What follows belongs to an exercise in optimizing a design on an open flow for small area, a short achievable clock period and few clock cycles per item; a production flow would make more cautious choices. In this exercise RTL edits were held to simulation tests only and were not proved equivalent to the original. No activity file was given, so power comes from the tool's default toggle rates.

==> flow/design.v, too long to show whole: its modules and the start of the top module <==
// module spwm_phase: 1459 lines
// module spwm_times3: 135 lines
// module spwm_kh: 123 lines
// module spwm_cos_a: 138 lines
// module spwm_cos_b: 138 lines
// module spwm_cos_e: 2058 lines
// module three_phase_sine_pwm_compare: 107 lines
module three_phase_sine_pwm_compare (
  input  logic                            clk,
  input  logic                            rst,
  input  logic                            angle_valid,
  output logic                            angle_ready,
  input  logic [spwm_pkg::ANGLE_W-1:0]    elec_angle,
  input  logic [spwm_pkg::MOD_W-1:0]      mod_index,
  output logic                            cmp_valid,
  input  logic                            cmp_ready,
  output logic [spwm_pkg::CMP_W-1:0]      compare_u,
  output logic [spwm_pkg::CMP_W-1:0]      compare_v,
  output logic [spwm_pkg::CMP_W-1:0]      compare_w,
  input  logic                            cfg_we,
  input  logic [spwm_pkg::CFG_IDX_W-1:0]  cfg_index,
  input  logic [spwm_pkg::CFG_DATA_W-1:0] cfg_wdata
);
  // ...
==> flow/flow/run.sh <==
#!/bin/bash
set -euo pipefail
MARGIN=5.2
bash standard.sh synth > log_synth.txt 2>&1
bash standard.sh SETUP_SLACK_MARGIN=$MARGIN finish > log_layout.txt 2>&1
==> flow/standard.sh <==
#!/bin/bash
# synth_recipe.tcl (not shown) runs the flow's synth.tcl, then flattens the netlist and writes it again
# the make line also repeats each setting of config.mk as NAME=value (left out here)
make -C /OpenROAD-flow-scripts/flow DESIGN_CONFIG=/design/flow/config.mk WORK_HOME=/design/flow/orfs CLKGATE_MAP_FILE= SYNTH_SCRIPT=/design/flow/synth_recipe.tcl "${@:-finish}"
==> flow/config.mk <==
export PLATFORM = sky130hd
export DESIGN_NAME = three_phase_sine_pwm_compare
export DESIGN_NICKNAME = three_phase_sine_pwm_compare
export VERILOG_FILES = /design/flow/design.v
export SDC_FILE = /design/flow/constraint.sdc
export NUM_CORES = 4
export LEC_CHECK = 0
export ABC_AREA = 1
export CAP_MARGIN = 20
export CORE_MARGIN = 2
export CORE_UTILIZATION = 45
export SLEW_MARGIN = 20
export SYNTH_MEMORY_MAX_BITS = 65536
==> flow/constraint.sdc <==
create_clock -name core_clock -period 9.0 [get_ports {clk}]
set_input_delay 1.8000 -clock core_clock [delete_from_list [all_inputs] [get_ports {clk}]]
set_output_delay 1.8000 -clock core_clock [all_outputs]
set_load 0.01 [all_outputs]
==> metrics.cfg, run 1 <==
[outcome]
outcome=no timing/DRC/antenna violations

[finish]
fillCellCount=17300
final_area_mm2=0.0914
buffer_area_share_pct=4.88
nonClockInverterCount=1833
final_common_cell=nand2_1

[routing]
remaining_drc_errors=0
vias_per_cell=6.25
dr_wl_met2_mm=149
wl_per_cell_um=26.5

[placement]
gp_congestion=1.00
port_buffers=105
place_hpwl_mm=230
placedCellCount=12100

[power]
power_frac_comb_pct=72.9
powerDensity_mw_per_mm2=444
power_switching_share_pct=51.3
intPower_w=0.0198

[worst_setup_path]
regToRegSetupSlack_ps=5120
crit_top_cell=inv_2
crit_type=reg2reg
crit_family=adder cells
cp-end-kind=flop
worstSetupStartpointType=flop
slowest_stage=edfxtp_1
crit_path_max_fanout=3

[synthesis]
synth_top_family_by_area=adder cells
synth-edff-count=653
netlist_area_mm2=0.0821

[global_routing]
grt-ovfl-total=0
grt_pass1_wl_mm=487

[timing]
setup_viol=0
rsz0062_at_grt=yes
fin_ws_ps=5120
max_freq_mhz=258

[die]
dieArea_mm2=0.186
core_mm2=0.181
die_h_um=431

[worst_hold_path]
min_to=mod1[3]$_DFFE_PP_

[clocking]
clock_latency_ps=770

Testbench counts, summed over its fixed seeds: cycles 7,242, items 7,200.
==> module three_phase_sine_pwm_compare, before the edit <==
module three_phase_sine_pwm_compare (
  input  logic                            clk,
  input  logic                            rst,
  input  logic                            angle_valid,
  output logic                            angle_ready,
  input  logic [spwm_pkg::ANGLE_W-1:0]    elec_angle,
  input  logic [spwm_pkg::MOD_W-1:0]      mod_index,
  output logic                            cmp_valid,
  input  logic                            cmp_ready,
  output logic [spwm_pkg::CMP_W-1:0]      compare_u,
  output logic [spwm_pkg::CMP_W-1:0]      compare_v,
  output logic [spwm_pkg::CMP_W-1:0]      compare_w,
  input  logic                            cfg_we,
  input  logic [spwm_pkg::CFG_IDX_W-1:0]  cfg_index,
  input  logic [spwm_pkg::CFG_DATA_W-1:0] cfg_wdata
);
  logic [15:0] tp;
  logic [17:0] tp3;
  logic [17:0] tp_x3;
  spwm_times3 u_tp3 (.x(tp), .y(tp_x3));
  logic [16:0] duty_floor;
  logic [16:0] duty_ceiling;
  always_ff @(posedge clk) begin
    if (rst) begin
      tp           <= PERIOD_RESET;
      duty_floor   <= FLOOR_RESET;
      duty_ceiling <= CEILING_RESET;
    end else if (cfg_we) begin
      case (cfg_index)
        CFG_TIMER_PERIOD: tp           <= cfg_wdata[PERIOD_W-1:0];
        CFG_DUTY_FLOOR:   duty_floor   <= cfg_wdata[DUTY_W-1:0];
        CFG_DUTY_CEILING: duty_ceiling <= cfg_wdata[DUTY_W-1:0];
        default: ;
      endcase
    end
  end
  always_ff @(posedge clk) tp3 <= tp_x3;
  logic       go;
  logic [5:0] vld;           
  logic       sk_valid;      
  logic       push, pop;
  logic [1:0] count_next;
  assign angle_ready = go;
  assign push        = go && vld[5];
  assign pop         = cmp_valid && cmp_ready;
  assign count_next  = 2'(cmp_valid) + 2'(sk_valid) + 2'(push) - 2'(pop);
  always_ff @(posedge clk) begin
    if (rst) begin
      go  <= 1'b1;
      vld <= '0;
    end else begin
      go <= (count_next <= 2'd1);
      if (go) vld <= {vld[4:0], angle_valid};
    end
  end
  logic [15:0] mod0;
  logic [15:0] mod1;
  logic [15:0] mod2;
  logic [17:0] mod3x2;
  logic [17:0] kh2;
  logic [17:0] mod1_x3;
  logic [17:0] mod1_kh;
  spwm_times3 u_mod3 (.x(mod1), .y(mod1_x3));
  spwm_kh     u_modk (.x(mod1), .y(mod1_kh));
  always_ff @(posedge clk) begin
    if (go) begin
      mod0   <= mod_index;
      mod1   <= mod0;
      mod2   <= mod1;
      mod3x2 <= mod1_x3;
      kh2    <= mod1_kh;
    end
  end
  logic [15:0] res_u, res_v, res_w;
  spwm_phase #(.OFFSET(16'd0)) u_phase_u (
    .clk(clk), .go(go), .angle_in(elec_angle), .m2(mod2), .m3x2(mod3x2), .kh2(kh2), .tp(tp), .tp3(tp3),
    .duty_floor(duty_floor), .duty_ceiling(duty_ceiling), .compare(res_u));
  spwm_phase #(.OFFSET(16'd0 - PHASE_120)) u_phase_v (
    .clk(clk), .go(go), .angle_in(elec_angle), .m2(mod2), .m3x2(mod3x2), .kh2(kh2), .tp(tp), .tp3(tp3),
    .duty_floor(duty_floor), .duty_ceiling(duty_ceiling), .compare(res_v));
  spwm_phase #(.OFFSET(PHASE_120)) u_phase_w (
    .clk(clk), .go(go), .angle_in(elec_angle), .m2(mod2), .m3x2(mod3x2), .kh2(kh2), .tp(tp), .tp3(tp3),
    .duty_floor(duty_floor), .duty_ceiling(duty_ceiling), .compare(res_w));
  logic [47:0] sk_data;
  logic [47:0] res;
  assign res = {res_w, res_v, res_u};
  always_ff @(posedge clk) begin
    if (rst) begin
      cmp_valid <= 1'b0;
      sk_valid  <= 1'b0;
    end else begin
      if (!cmp_valid || pop) begin
        cmp_valid <= sk_valid || push;
        sk_valid  <= sk_valid && push;
      end else if (push) begin
        sk_valid  <= 1'b1;
      end
    end
  end
  always_ff @(posedge clk) begin
    if (!cmp_valid || pop) begin
      if (sk_valid) {compare_w, compare_v, compare_u} <= sk_data;
      else          {compare_w, compare_v, compare_u} <= res;
    end
    if (push) sk_data <= res;
  end
endmodule
==> run 2: changes to the inputs <==
--- a/flow/design.v
+++ b/flow/design.v
@@ -149,17 +149,17 @@
   assign s0_106 = s0_21 ^ s0_83;
   assign s0_107 = s0_23 ^ s0_85;
   assign s0_108 = s0_25 ^ s0_87;
   assign s0_109 = s0_27 ^ s0_89;
   assign s0_110 = s0_29 ^ s0_91;
   assign s0_111 = s0_31 ^ s0_93;
   assign pp = {s0_111, s0_110, s0_109, s0_108, s0_107, s0_106, s0_105, s0_104, s0_103, s0_102, s0_101, s0_100, s0_99, s0_98, s0_97, s0_1};
   logic [11:0] p0;
-  always_ff @(posedge clk) if (go) p0 <= pp[15:4];
+  assign p0 = pp[15:4];
   logic [6:0]  k1d;
   logic [3:0]  t1d;
   assign k1d = p0[9:3] ^ {7{p0[10]}};
   assign t1d = p0[10] ? {1'b0, p0[2:0]} : (4'd8 - {1'b0, p0[2:0]});
   logic [15:0] ta_q;
   logic [8:0]  tb_q;
   logic        te_q;
   spwm_cos_a u_ta (.a(k1d), .q(ta_q));
@@ -4117,43 +4117,45 @@
     if (rst) begin
       go  <= 1'b1;
       vld <= '0;
     end else begin
       go <= (count_next <= 2'd1);
       if (go) vld <= {vld[4:0], angle_valid};
     end
   end
+  logic [15:0] angle0;
   logic [15:0] mod0;
   logic [15:0] mod1;
   logic [15:0] mod2;
   logic [17:0] mod3x2;
   logic [17:0] kh2;
   logic [17:0] mod1_x3;
   logic [17:0] mod1_kh;
   spwm_times3 u_mod3 (.x(mod1), .y(mod1_x3));
   spwm_kh     u_modk (.x(mod1), .y(mod1_kh));
   always_ff @(posedge clk) begin
     if (go) begin
+      angle0 <= elec_angle;
       mod0   <= mod_index;
       mod1   <= mod0;
       mod2   <= mod1;
       mod3x2 <= mod1_x3;
       kh2    <= mod1_kh;
     end
   end
   logic [15:0] res_u, res_v, res_w;
   spwm_phase #(.OFFSET(16'd0)) u_phase_u (
-    .clk(clk), .go(go), .angle_in(elec_angle), .m2(mod2), .m3x2(mod3x2), .kh2(kh2), .tp(tp), .tp3(tp3),
+    .clk(clk), .go(go), .angle_in(angle0), .m2(mod2), .m3x2(mod3x2), .kh2(kh2), .tp(tp), .tp3(tp3),
     .duty_floor(duty_floor), .duty_ceiling(duty_ceiling), .compare(res_u));
   spwm_phase #(.OFFSET(16'd0 - PHASE_120)) u_phase_v (
-    .clk(clk), .go(go), .angle_in(elec_angle), .m2(mod2), .m3x2(mod3x2), .kh2(kh2), .tp(tp), .tp3(tp3),
+    .clk(clk), .go(go), .angle_in(angle0), .m2(mod2), .m3x2(mod3x2), .kh2(kh2), .tp(tp), .tp3(tp3),
     .duty_floor(duty_floor), .duty_ceiling(duty_ceiling), .compare(res_v));
   spwm_phase #(.OFFSET(PHASE_120)) u_phase_w (
-    .clk(clk), .go(go), .angle_in(elec_angle), .m2(mod2), .m3x2(mod3x2), .kh2(kh2), .tp(tp), .tp3(tp3),
+    .clk(clk), .go(go), .angle_in(angle0), .m2(mod2), .m3x2(mod3x2), .kh2(kh2), .tp(tp), .tp3(tp3),
     .duty_floor(duty_floor), .duty_ceiling(duty_ceiling), .compare(res_w));
   logic [47:0] sk_data;
   logic [47:0] res;
   assign res = {res_w, res_v, res_u};
   always_ff @(posedge clk) begin
     if (rst) begin
       cmp_valid <= 1'b0;
       sk_valid  <= 1'b0;
==> flow/run.sh (new file) <==
#!/bin/bash
# synth_recipe.tcl (not shown) runs the flow's synth.tcl, then flattens the netlist and writes it again
# the make line also repeats each setting of config.mk as NAME=value (left out here)
make -C /OpenROAD-flow-scripts/flow DESIGN_CONFIG=/design/flow/config.mk WORK_HOME=/design/flow/orfs CLKGATE_MAP_FILE= SYNTH_SCRIPT=/design/flow/synth_recipe.tcl finish
--- a/flow/config.mk
+++ b/flow/config.mk
@@ -4,10 +4,11 @@
 export VERILOG_FILES = /design/flow/design.v
 export SDC_FILE = /design/flow/constraint.sdc
 export NUM_CORES = 4
 export LEC_CHECK = 0
 export ABC_AREA = 1
 export CAP_MARGIN = 20
 export CORE_MARGIN = 2
 export CORE_UTILIZATION = 45
+export SETUP_SLACK_MARGIN = 5
 export SLEW_MARGIN = 20
 export SYNTH_MEMORY_MAX_BITS = 65536
removed: flow/flow/run.sh
removed: flow/standard.sh
==> run 2 against run 1 <==
Routed wire length fell by 0.39%. Cell area shrank 1.2%. Setup slack worse by 120 ps. Global-route usage rose by 0.088 points. Critical path type unchanged. Critical path depth is 5 lower. Maximum frequency shrank 3.0%. Clock skew increased by 15 ps.
==> metrics.cfg, run 2 <==
[worst_setup_path]
slowest_stage=o21ai_0  ; was edfxtp_1
endpoint=u_phase_u.a1[8]$_DFFE_PP_  ; was u_phase_u.v2[5]$_DFFE_PP_
worstSetupStartpointType=flop  ; unchanged
crit_type=reg2reg  ; unchanged
worstReg2RegEnd=u_phase_u.a1[8]$_DFFE_PP_  ; was u_phase_u.v2[5]$_DFFE_PP_
cp-end-kind=flop  ; unchanged
regToRegSetupSlack_ps=5000  ; was 5120 ps
cp-startpoint=angle0[14]$_DFFE_PP_  ; was u_phase_u.t1[0]$_DFFE_PP_
max_stage_delay_ps=760  ; was 490 ps
worstPathArrival_ps=4440  ; was 4320 ps
r2r_cells=11  ; was 16
crit_required_ps=9450  ; was 9440 ps
reg2reg_from=angle0[14]$_DFFE_PP_  ; was u_phase_u.t1[0]$_DFFE_PP_
crit_path_max_fanout=19  ; was 3
crit_path_cell_trace=buf_4 -> buf_4 -> xnor2_1 -> buf_6 -> inv_1 -> buf_4 -> ha_1 -> o21ai_0 -> o221ai_1 -> o21ai_0 -> o21ai_0  ; was buf_6 -> nand2_2 -> inv_2 -> fa_2 -> inv_2 -> fa_1 -> inv_2 -> fa_2 -> ha_4 -> a21oi_2 -> inv_2 -> a31oi_4 -> nor2_4 -> o22ai_4 -> fa_2 -> xnor2_1

[global_routing]
antenna_found_initial=5  ; was 7
grt_pass1_vias=76100  ; was 78,000
grt_usage_pct=34.5  ; was 34.4%
grt-ovfl-total=0  ; unchanged
grt_max_degree=146  ; was 156
grt_pass1_wl_mm=486  ; was 487 mm

[routing]
firstDrtPassIters=9  ; was 7
wirelength_mm=328  ; was 329 mm
ant_nets=0  ; unchanged
remaining_drc_errors=0  ; unchanged
first_iter_violations=9609  ; was 9,694
dr_total_vias=77100  ; was 77,800
vias_per_cell=6.22  ; was 6.25
wl_per_cell_um=26.5  ; about the same

[timing]
fin_skew_ps=70.2  ; was 55.6 ps
relSlewSlack_pct=27.8  ; was 28.2%
setup_viol=0  ; unchanged
hold_viol=0  ; unchanged
fin_crit_sh_pct=44.4  ; was 43.1%
fin_ws_ps=5000  ; was 5120 ps
max_freq_mhz=250  ; was 258 MHz
tightest_slew_ps=1080  ; about the same
rsz0062_at_grt=yes  ; unchanged
hold_slack_ps=389  ; was 422 ps
fin_setup_tns_ps=0  ; unchanged
slew_viol_final=0  ; unchanged
finalCriticalPeriod_ps=4000  ; was 3880 ps

[clocking]
cts_buffers=92  ; was 90
htreeDepth=3  ; unchanged
clkTransAtPathRegs_ps=60  ; about the same
clockBufferDepth=3  ; unchanged
clock_latency_ps=800  ; was 770 ps
cts.hold.buffers_added=0  ; unchanged
cts.sinks=710  ; was 730
cts_root_buf=clkbuf_16  ; unchanged
cts_tree=built  ; unchanged

[placement]
place_hpwl_mm=228  ; was 230 mm
port_buffers=105  ; unchanged
place_ws_ps=3890  ; was 4470 ps
dpl_cell_area_mm2=0.0846  ; was 0.0852 mm²
gp_congestion=0.991  ; was 1.00

[die]
initial_core_util_pct=45.1  ; was 45.3%
die_x_um=429  ; was 431 µm
io_pins=106  ; unchanged
dieArea_mm2=0.184  ; was 0.186 mm²
die_h_um=429  ; was 431 µm
num_rows=156  ; unchanged
core_mm2=0.180  ; was 0.181 mm²

[finish]
final_area_mm2=0.0903  ; was 0.0914 mm²
largest_reg_flops=48  ; unchanged
drive_above_1_share_pct=8.73  ; was 9.48%
final_common_cell=nand2_1  ; unchanged
largest-register=sk_data  ; unchanged
syn2layout_area_growth_pct=10.9  ; was 11.3%
fin_nets=11300  ; was 11,400
final_cell_mix=nand2_1, inv_1, fa_1  ; unchanged

[synthesis]
yosysMostFrequentCell=nand2_1  ; unchanged
synth_cell_types=63  ; was 77
ys_dominant_reg_cell=edfxtp_1  ; unchanged
synth_top_area_share_pct=23.3  ; was 23.9%
synth_cells=10000  ; about the same
synth_seq_cells=710  ; was 730
yosysWarnings=7  ; unchanged
synth_top_cells_by_area=edfxtp_1, fa_1, nand2_1  ; unchanged
synth_top_area_cell=edfxtp_1  ; unchanged
synth.avg_cell_area_um2=8.12  ; was 8.19 µm²
ys_seq_area_share_pct=25.2  ; was 25.8%
synth_commonest_cells=nand2_1, inv_1, fa_1  ; unchanged
async_reset_ff_share_pct=0  ; unchanged
synth-edff-count=633  ; was 653
netlist_area_mm2=0.0814  ; was 0.0821 mm²
synth_nets=11400  ; about the same

[power]
p_leak_nw=41.3  ; was 41.5 nW
vdd_drop_max_uv=545  ; was 392 µV
powerDensity_mw_per_mm2=453  ; was 444 mW/mm²

[outcome]
outcome=no timing/DRC/antenna violations  ; unchanged

[run]
max-cap-violations=0  ; unchanged

[worst_hold_path]
hold_path_class=reg2reg  ; unchanged

-- run 2: metrics by stage --
stage          util (%)  instances  total power (W)
6_report           50.1      12400           0.0409
5_1_grt            50.1      12400           0.0448
3_5_place_dp       46.9      12100           0.0355
4_1_cts            49.1      12300           0.0398
2_1_floorplan         -      10000           0.0262
3_3_place_gp       46.9      12100           0.0349
-- run 2: power breakdown --
group | switching (W) | internal (W)
Combinational | 0.0184 | 0.0115
Clock | 0.00167 | 0.00217
Sequential | 0.00101 | 0.00611
-- run 2: cells by family (layout without fill, tap and decap cells) --
logic type | Yosys count | count (layout) | synth area share (%)
fa+ha+maj | 1317 | 1317 | 27.9
flops | 710 | 710 | 25.2
compound gates | 2167 | 2167 | 17.3
xor+xnor | 191 | 191 | 2.20
buf+inv | 2362 | 2351 | 11.1
other cells | 0 | 4 | 0
simple gates | 3285 | 3291 | 16.3
-- run 2: area by class of cell --
type	instances	area [µm²]
sequential	710	20600
timing repair inverter	2	12.5
timing repair buffer	423	3800
fill	17500	90000
multi-input combinational	6966	53100
clock buffer	122	2610
clock inverter	47	468
antenna	4	10.0
tap	2370	2970
inverter	1757	6760
-- run 2: repair_timing --
item / 4_1_cts / 5_1_grt
gates cloned: 3 / 15
setup endpoints to repair: 310 / 263
resized for setup: 142 / 343
buffers inserted: 32 / 74
pin swaps: 9 / 98
-- run 2: how the worst min path moves through the flow --
stage                                  start            endpoint  cells past startpoint
final                      mod0[9]$_DFFE_PP_   mod1[9]$_DFFE_PP_                      0
after global routing       mod0[9]$_DFFE_PP_   mod1[9]$_DFFE_PP_                      0
after CTS                  mod0[9]$_DFFE_PP_   mod1[9]$_DFFE_PP_                      0
after detailed placement  mod0[13]$_DFFE_PP_  mod1[13]$_DFFE_PP_                      0
after global placement    mod0[14]$_DFFE_PP_  mod1[14]$_DFFE_PP_                      0
after floorplan           tp[0]$_SDFFE_PP0P_      tp3[0]$_DFF_P_                      0
-- run 2: routing by layer --
layer  GRT usage [%]  up-vias  wire, µm
met4            17.8        4     20100
met1            45.4    37200    127000
met5               0        -        28
li1                -    33400         -
met2            52.9     5384    144000
met3            8.24     1234     36300
-- run 2: worst max-delay path, delay by kind of cell (launching register included) --
kind / cells / cell delay [ps]
AOI/OAI and AO/OA: 4 / 1720
xor gates and xnor gates: 1 / 170
adders and majority gates: 1 / 290
buffers and inverters: 5 / 960
DFF: 1 / 540
Testbench counts of run 2, summed over its fixed seeds: cycles 7,242, items 7,200.

port drivers added, routing unchanged:
No port has a modelled driver above. Below, the same layouts with a new extraction and two added sets of constraints. Step 1, drivers: a clkbuf_16 drives clk and a buf_2 each remaining input, both assumed. Step 2 times the ports against the registers' clock, not the clock port: input delays grow and output delays shrink by t, the midpoint of the rising clock arrivals with the driver on. Three values: ideal, step 1, step 2; two values: the first two.
run | t, ns | setup slack, ns | worst setup path after step 2 | clock arrival spread, ns | slew at the worst register clock pin (ns)
run 1 | 0.825 | 5.121 / 5.121 / 4.745 | input to register | 0.058 / 0.058 | 0.08 / 0.08
run 2 | 0.856 | 5.001 / 5.001 / 4.754 | input to register | 0.074 / 0.074 | 0.07 / 0.07
After both steps setup and hold are still met in every run listed. The setup slack of run 1, which loses most, moves by 0.000 ns with the drivers and by -0.376 ns with both steps.
